What follows belongs to an exercise in optimizing a design on an open flow for small area and a short achievable clock period; a production flow would make more cautious choices.
Function was checked by simulation only, so behaviour that the tests miss may differ from the original.
The clock port is modelled as an ideal driver; clocking choices that lean on that would not hold on a real chip.
No activity file was given, so power comes from the tool's default toggle rates.

Design fetch_linebuffer_mp, start of the top module:
module fetch_linebuffer_mp
#(
    parameter int NUM_ENTRIES = 4,
    parameter int NUM_PORTS   = 2,
    parameter int LINE_BITS   = 256
) (
    input  logic                       clk,
    input  logic                       rst,
    input  logic [NUM_PORTS*32-1:0]    fetch_addr,
    input  logic [NUM_PORTS*4-1:0]     fetch_rmask,
    output logic [NUM_PORTS*32-1:0]    fetch_rdata,
    output logic [NUM_PORTS-1:0]       fetch_resp,
    input  logic                       invalidate,
    output logic [31:0]                cache_addr,
    output logic [3:0]                 cache_rmask,
    input  logic [LINE_BITS-1:0]       cache_rdata_line,
    input  logic                       cache_resp
);
clock: 7.0 ns
lec_check: 0
cap_margin: 20
core_margin: 2
core_utilization: 40
setup_slack_margin: 0.5
slew_margin: 20
standard.sh (not shown) runs the stock make flow with config.mk's settings and CLKGATE_MAP_FILE= SYNTH_SCRIPT=/design/flow/synth_recipe.tcl, a recipe that flattens the netlist after the stock synthesis.
==> flow/flow/run.sh <==
#!/bin/bash
# Standard synthesis and layout, except: the final word select (lb_word_pick)
# is mapped on its own before the design is flattened, the slow OR4 and NOR4 cells are kept out of
# mapping, port buffers are small plain buffers that timing repair may
# resize, clock sinks are gathered into larger clusters without dummy loads,
# and timing repair is pushed harder, with a last sizing pass on the worst
# path after clock tree synthesis (flow/post_cts.tcl).
DU="sky130_fd_sc_hd__probe_p_8 sky130_fd_sc_hd__probec_p_8 sky130_fd_sc_hd__lpflow_bleeder_1 sky130_fd_sc_hd__lpflow_clkbufkapwr_1 sky130_fd_sc_hd__lpflow_clkbufkapwr_16 sky130_fd_sc_hd__lpflow_clkbufkapwr_2 sky130_fd_sc_hd__lpflow_clkbufkapwr_4 sky130_fd_sc_hd__lpflow_clkbufkapwr_8 sky130_fd_sc_hd__lpflow_clkinvkapwr_1 sky130_fd_sc_hd__lpflow_clkinvkapwr_16 sky130_fd_sc_hd__lpflow_clkinvkapwr_2 sky130_fd_sc_hd__lpflow_clkinvkapwr_4 sky130_fd_sc_hd__lpflow_clkinvkapwr_8 sky130_fd_sc_hd__lpflow_decapkapwr_12 sky130_fd_sc_hd__lpflow_decapkapwr_3 sky130_fd_sc_hd__lpflow_decapkapwr_4 sky130_fd_sc_hd__lpflow_decapkapwr_6 sky130_fd_sc_hd__lpflow_decapkapwr_8 sky130_fd_sc_hd__lpflow_inputiso0n_1 sky130_fd_sc_hd__lpflow_inputiso0p_1 sky130_fd_sc_hd__lpflow_inputiso1n_1 sky130_fd_sc_hd__lpflow_inputiso1p_1 sky130_fd_sc_hd__lpflow_inputisolatch_1 sky130_fd_sc_hd__lpflow_isobufsrc_1 sky130_fd_sc_hd__lpflow_isobufsrc_16 sky130_fd_sc_hd__lpflow_isobufsrc_2 sky130_fd_sc_hd__lpflow_isobufsrc_4 sky130_fd_sc_hd__lpflow_isobufsrc_8 sky130_fd_sc_hd__lpflow_isobufsrckapwr_16 sky130_fd_sc_hd__lpflow_lsbuf_lh_hl_isowell_tap_1 sky130_fd_sc_hd__lpflow_lsbuf_lh_hl_isowell_tap_2 sky130_fd_sc_hd__lpflow_lsbuf_lh_hl_isowell_tap_4 sky130_fd_sc_hd__lpflow_lsbuf_lh_isowell_4 sky130_fd_sc_hd__lpflow_lsbuf_lh_isowell_tap_1 sky130_fd_sc_hd__lpflow_lsbuf_lh_isowell_tap_2 sky130_fd_sc_hd__lpflow_lsbuf_lh_isowell_tap_4"
DU="$DU sky130_fd_sc_hd__or4_1 sky130_fd_sc_hd__or4_2 sky130_fd_sc_hd__or4_4"
DU="$DU sky130_fd_sc_hd__or4b_1 sky130_fd_sc_hd__or4b_2 sky130_fd_sc_hd__or4b_4"
DU="$DU sky130_fd_sc_hd__or4bb_1 sky130_fd_sc_hd__or4bb_2 sky130_fd_sc_hd__or4bb_4"
DU="$DU sky130_fd_sc_hd__nor4_1 sky130_fd_sc_hd__nor4_2 sky130_fd_sc_hd__nor4_4"
DU="$DU sky130_fd_sc_hd__nor4b_1 sky130_fd_sc_hd__nor4b_2 sky130_fd_sc_hd__nor4b_4"
DU="$DU sky130_fd_sc_hd__nor4bb_1 sky130_fd_sc_hd__nor4bb_2 sky130_fd_sc_hd__nor4bb_4"
CTS="-sink_clustering_enable -repair_clock_nets -dont_use_dummy_load"
CTS="$CTS -sink_clustering_size 30 -sink_clustering_max_diameter 55"
bash standard.sh "DONT_USE_CELLS=$DU" SYNTH_HIERARCHICAL=1 SYNTH_MINIMUM_KEEP_SIZE=0 "POST_CTS_TCL=$(pwd)/flow/post_cts.tcl" MATCH_CELL_FOOTPRINT=0 \
  "BUFFER_PORTS_ARGS=-buffer_cell sky130_fd_sc_hd__buf_1" \
  CORE_UTILIZATION=70 "CTS_ARGS=$CTS" \
  SETUP_SLACK_MARGIN=2 finish > standard.log 2>&1
==> flow/flow/post_cts.tcl <==
estimate_parasitics -placement
repair_timing -setup -setup_margin $::env(SETUP_SLACK_MARGIN) -repair_tns 0 \
  -sequence "sizeup,swap" -verbose
detailed_placement
check_placement -verbose
The baseline went through all stages and came out clean.
Change:
--- a/flow/flow/run.sh
+++ b/flow/flow/run.sh
@@ -14,7 +14,7 @@
 DU="$DU sky130_fd_sc_hd__nor4bb_1 sky130_fd_sc_hd__nor4bb_2 sky130_fd_sc_hd__nor4bb_4"
 CTS="-sink_clustering_enable -repair_clock_nets -dont_use_dummy_load"
-CTS="$CTS -sink_clustering_size 30 -sink_clustering_max_diameter 55"
+CTS="$CTS -sink_clustering_size 30 -sink_clustering_max_diameter 65"
 bash standard.sh "DONT_USE_CELLS=$DU" SYNTH_HIERARCHICAL=1 SYNTH_MINIMUM_KEEP_SIZE=0 "POST_CTS_TCL=$(pwd)/flow/post_cts.tcl" MATCH_CELL_FOOTPRINT=0 \
   "BUFFER_PORTS_ARGS=-buffer_cell sky130_fd_sc_hd__buf_1" \
-  CORE_UTILIZATION=70 "CTS_ARGS=$CTS" \
-  SETUP_SLACK_MARGIN=2 finish > standard.log 2>&1
+  CORE_UTILIZATION=60 "CTS_ARGS=$CTS" \
+  SETUP_SLACK_MARGIN=2.4 finish > standard.log 2>&1
Clock power fell by 8.6%.
Sequential power barely changes.
Setup slack gets better by 0.35 ns.
Area after synthesis stays the same.
Fmax climbs by 7.5%.
Utilization goes down by 6.3 points.
Change:
--- a/flow/flow/run.sh
+++ b/flow/flow/run.sh
@@ -14,7 +14,7 @@
 DU="$DU sky130_fd_sc_hd__nor4bb_1 sky130_fd_sc_hd__nor4bb_2 sky130_fd_sc_hd__nor4bb_4"
 CTS="-sink_clustering_enable -repair_clock_nets -dont_use_dummy_load"
-CTS="$CTS -sink_clustering_size 30 -sink_clustering_max_diameter 65"
+CTS="$CTS -sink_clustering_size 20 -sink_clustering_max_diameter 50 -buf_list sky130_fd_sc_hd__clkbuf_8"
 bash standard.sh "DONT_USE_CELLS=$DU" SYNTH_HIERARCHICAL=1 SYNTH_MINIMUM_KEEP_SIZE=0 "POST_CTS_TCL=$(pwd)/flow/post_cts.tcl" MATCH_CELL_FOOTPRINT=0 \
   "BUFFER_PORTS_ARGS=-buffer_cell sky130_fd_sc_hd__buf_1" \
   CORE_UTILIZATION=60 "CTS_ARGS=$CTS" \
-  SETUP_SLACK_MARGIN=2.4 finish > standard.log 2>&1
+  SETUP_SLACK_MARGIN=2 finish > standard.log 2>&1
The new run completed with no timing, DRC or antenna violations; combinational power went down by about a fifth; non-clock buffer count came out lower by 133; design area is lower by a little under a tenth; wire length came out lower by roughly a tenth; die area is unchanged; total power fell by a few percent.
Change:
--- a/flow/flow/run.sh
+++ b/flow/flow/run.sh
@@ -1,5 +1,5 @@
 #!/bin/bash
 # Standard synthesis and layout, except: the final word select (lb_word_pick)
-# is mapped on its own before the design is flattened, the slow OR4 and NOR4 cells are kept out of
+# is mapped on its own before the design is flattened, the slow OR4, NOR4 and AOI222 cells are kept out of
 # mapping, port buffers are small plain buffers that timing repair may
 # resize, clock sinks are gathered into larger clusters without dummy loads,
@@ -13,6 +13,7 @@
 DU="$DU sky130_fd_sc_hd__nor4b_1 sky130_fd_sc_hd__nor4b_2 sky130_fd_sc_hd__nor4b_4"
 DU="$DU sky130_fd_sc_hd__nor4bb_1 sky130_fd_sc_hd__nor4bb_2 sky130_fd_sc_hd__nor4bb_4"
+DU="$DU sky130_fd_sc_hd__a222oi_1"
 CTS="-sink_clustering_enable -repair_clock_nets -dont_use_dummy_load"
-CTS="$CTS -sink_clustering_size 20 -sink_clustering_max_diameter 50 -buf_list sky130_fd_sc_hd__clkbuf_8"
+CTS="$CTS -sink_clustering_size 30 -sink_clustering_max_diameter 65"
 bash standard.sh "DONT_USE_CELLS=$DU" SYNTH_HIERARCHICAL=1 SYNTH_MINIMUM_KEEP_SIZE=0 "POST_CTS_TCL=$(pwd)/flow/post_cts.tcl" MATCH_CELL_FOOTPRINT=0 \
   "BUFFER_PORTS_ARGS=-buffer_cell sky130_fd_sc_hd__buf_1" \
The changed run ran to the end with no violations. Cell area came out higher by 0.73%. Setup slack improved by 0.031 ns. Non-clock buffer count came out higher by 23. Die area came out higher by 0.48%. Register-to-register slack improved by 0.13 ns. Wire length came out higher by 1.5%.
Change:
--- a/flow/flow/run.sh
+++ b/flow/flow/run.sh
@@ -1,5 +1,5 @@
 #!/bin/bash
 # Standard synthesis and layout, except: the final word select (lb_word_pick)
-# is mapped on its own before the design is flattened, the slow OR4, NOR4 and AOI222 cells are kept out of
+# is mapped on its own before the design is flattened, the slow OR4 and NOR4 cells are kept out of
 # mapping, port buffers are small plain buffers that timing repair may
 # resize, clock sinks are gathered into larger clusters without dummy loads,
@@ -13,5 +13,4 @@
 DU="$DU sky130_fd_sc_hd__nor4b_1 sky130_fd_sc_hd__nor4b_2 sky130_fd_sc_hd__nor4b_4"
 DU="$DU sky130_fd_sc_hd__nor4bb_1 sky130_fd_sc_hd__nor4bb_2 sky130_fd_sc_hd__nor4bb_4"
-DU="$DU sky130_fd_sc_hd__a222oi_1"
 CTS="-sink_clustering_enable -repair_clock_nets -dont_use_dummy_load"
 CTS="$CTS -sink_clustering_size 30 -sink_clustering_max_diameter 65"
=>
- clock-buffer cell count went up by 2
- via count went down by 1.5%
- synthesized cell count went down by 1.6%
- non-clock buffer count went down by 22
- combinational power hardly moves
- routed wire length went down by 1.9%
- first-iteration DRC count went up by 4.2%
- total power went up by 0.34%
- register-to-register slack is worse by 0.13 ns
Change:
--- a/flow/flow/run.sh
+++ b/flow/flow/run.sh
@@ -1,5 +1,5 @@
 #!/bin/bash
 # Standard synthesis and layout, except: the final word select (lb_word_pick)
-# is mapped on its own before the design is flattened, the slow OR4 and NOR4 cells are kept out of
+# is mapped on its own before the design is flattened, the slow OR4, NOR4 and AOI222 cells are kept out of
 # mapping, port buffers are small plain buffers that timing repair may
 # resize, clock sinks are gathered into larger clusters without dummy loads,
@@ -13,4 +13,5 @@
 DU="$DU sky130_fd_sc_hd__nor4b_1 sky130_fd_sc_hd__nor4b_2 sky130_fd_sc_hd__nor4b_4"
 DU="$DU sky130_fd_sc_hd__nor4bb_1 sky130_fd_sc_hd__nor4bb_2 sky130_fd_sc_hd__nor4bb_4"
+DU="$DU sky130_fd_sc_hd__a222oi_1"
 CTS="-sink_clustering_enable -repair_clock_nets -dont_use_dummy_load"
 CTS="$CTS -sink_clustering_size 30 -sink_clustering_max_diameter 65"
@@ -18,3 +19,3 @@
   "BUFFER_PORTS_ARGS=-buffer_cell sky130_fd_sc_hd__buf_1" \
   CORE_UTILIZATION=60 "CTS_ARGS=$CTS" \
-  SETUP_SLACK_MARGIN=2 finish > standard.log 2>&1
+  SETUP_SLACK_MARGIN=2.2 finish > standard.log 2>&1
Result: Final cell count increases by 2.0%; die area increases by 0.48%; utilization increases by 0.95 points; via count increases by 3.1%; routed wire length increases by 4.5%; first-iteration DRC count decreases by 2.2%; setup slack is better by 0.17 ns; sequential power barely changes; critical path depth does not change.

[re-timing with driven ports]
Ports are ideal in the flow. The routed layouts listed here were re-timed in OpenROAD.
Step 1 assumes that a clkbuf_16 drives the clock port and a buf_2 every other input.
Step 2 also shifts input and output timing later by t, the mid clock arrival at the registers, as if the neighbouring blocks saw the same clock.
Slacks: ideal ports / drivers / drivers and shift; pairs: ideal ports / drivers.
run | t (ns) | setup slack, ns | clock arrival spread, ns
the first run | 0.731 | 1.927 / 1.904 / 1.904 | 0.079 / 0.080
the second run | 0.712 | 2.282 / 2.144 / 2.144 | 0.069 / 0.069
the third run | 0.861 | 1.945 / 1.914 / 1.914 | 0.097 / 0.097
the fourth run | 0.716 | 1.976 / 1.941 / 1.941 | 0.063 / 0.063
the fifth run | 0.703 | 1.968 / 1.933 / 1.933 | 0.072 / 0.072
the sixth run | 0.720 | 2.142 / 2.113 / 2.113 | 0.058 / 0.057
After both steps setup and hold are still met in every run listed. The setup slack of the second run, which loses most, moves by -0.138 ns with the drivers and by -0.138 ns with both steps.
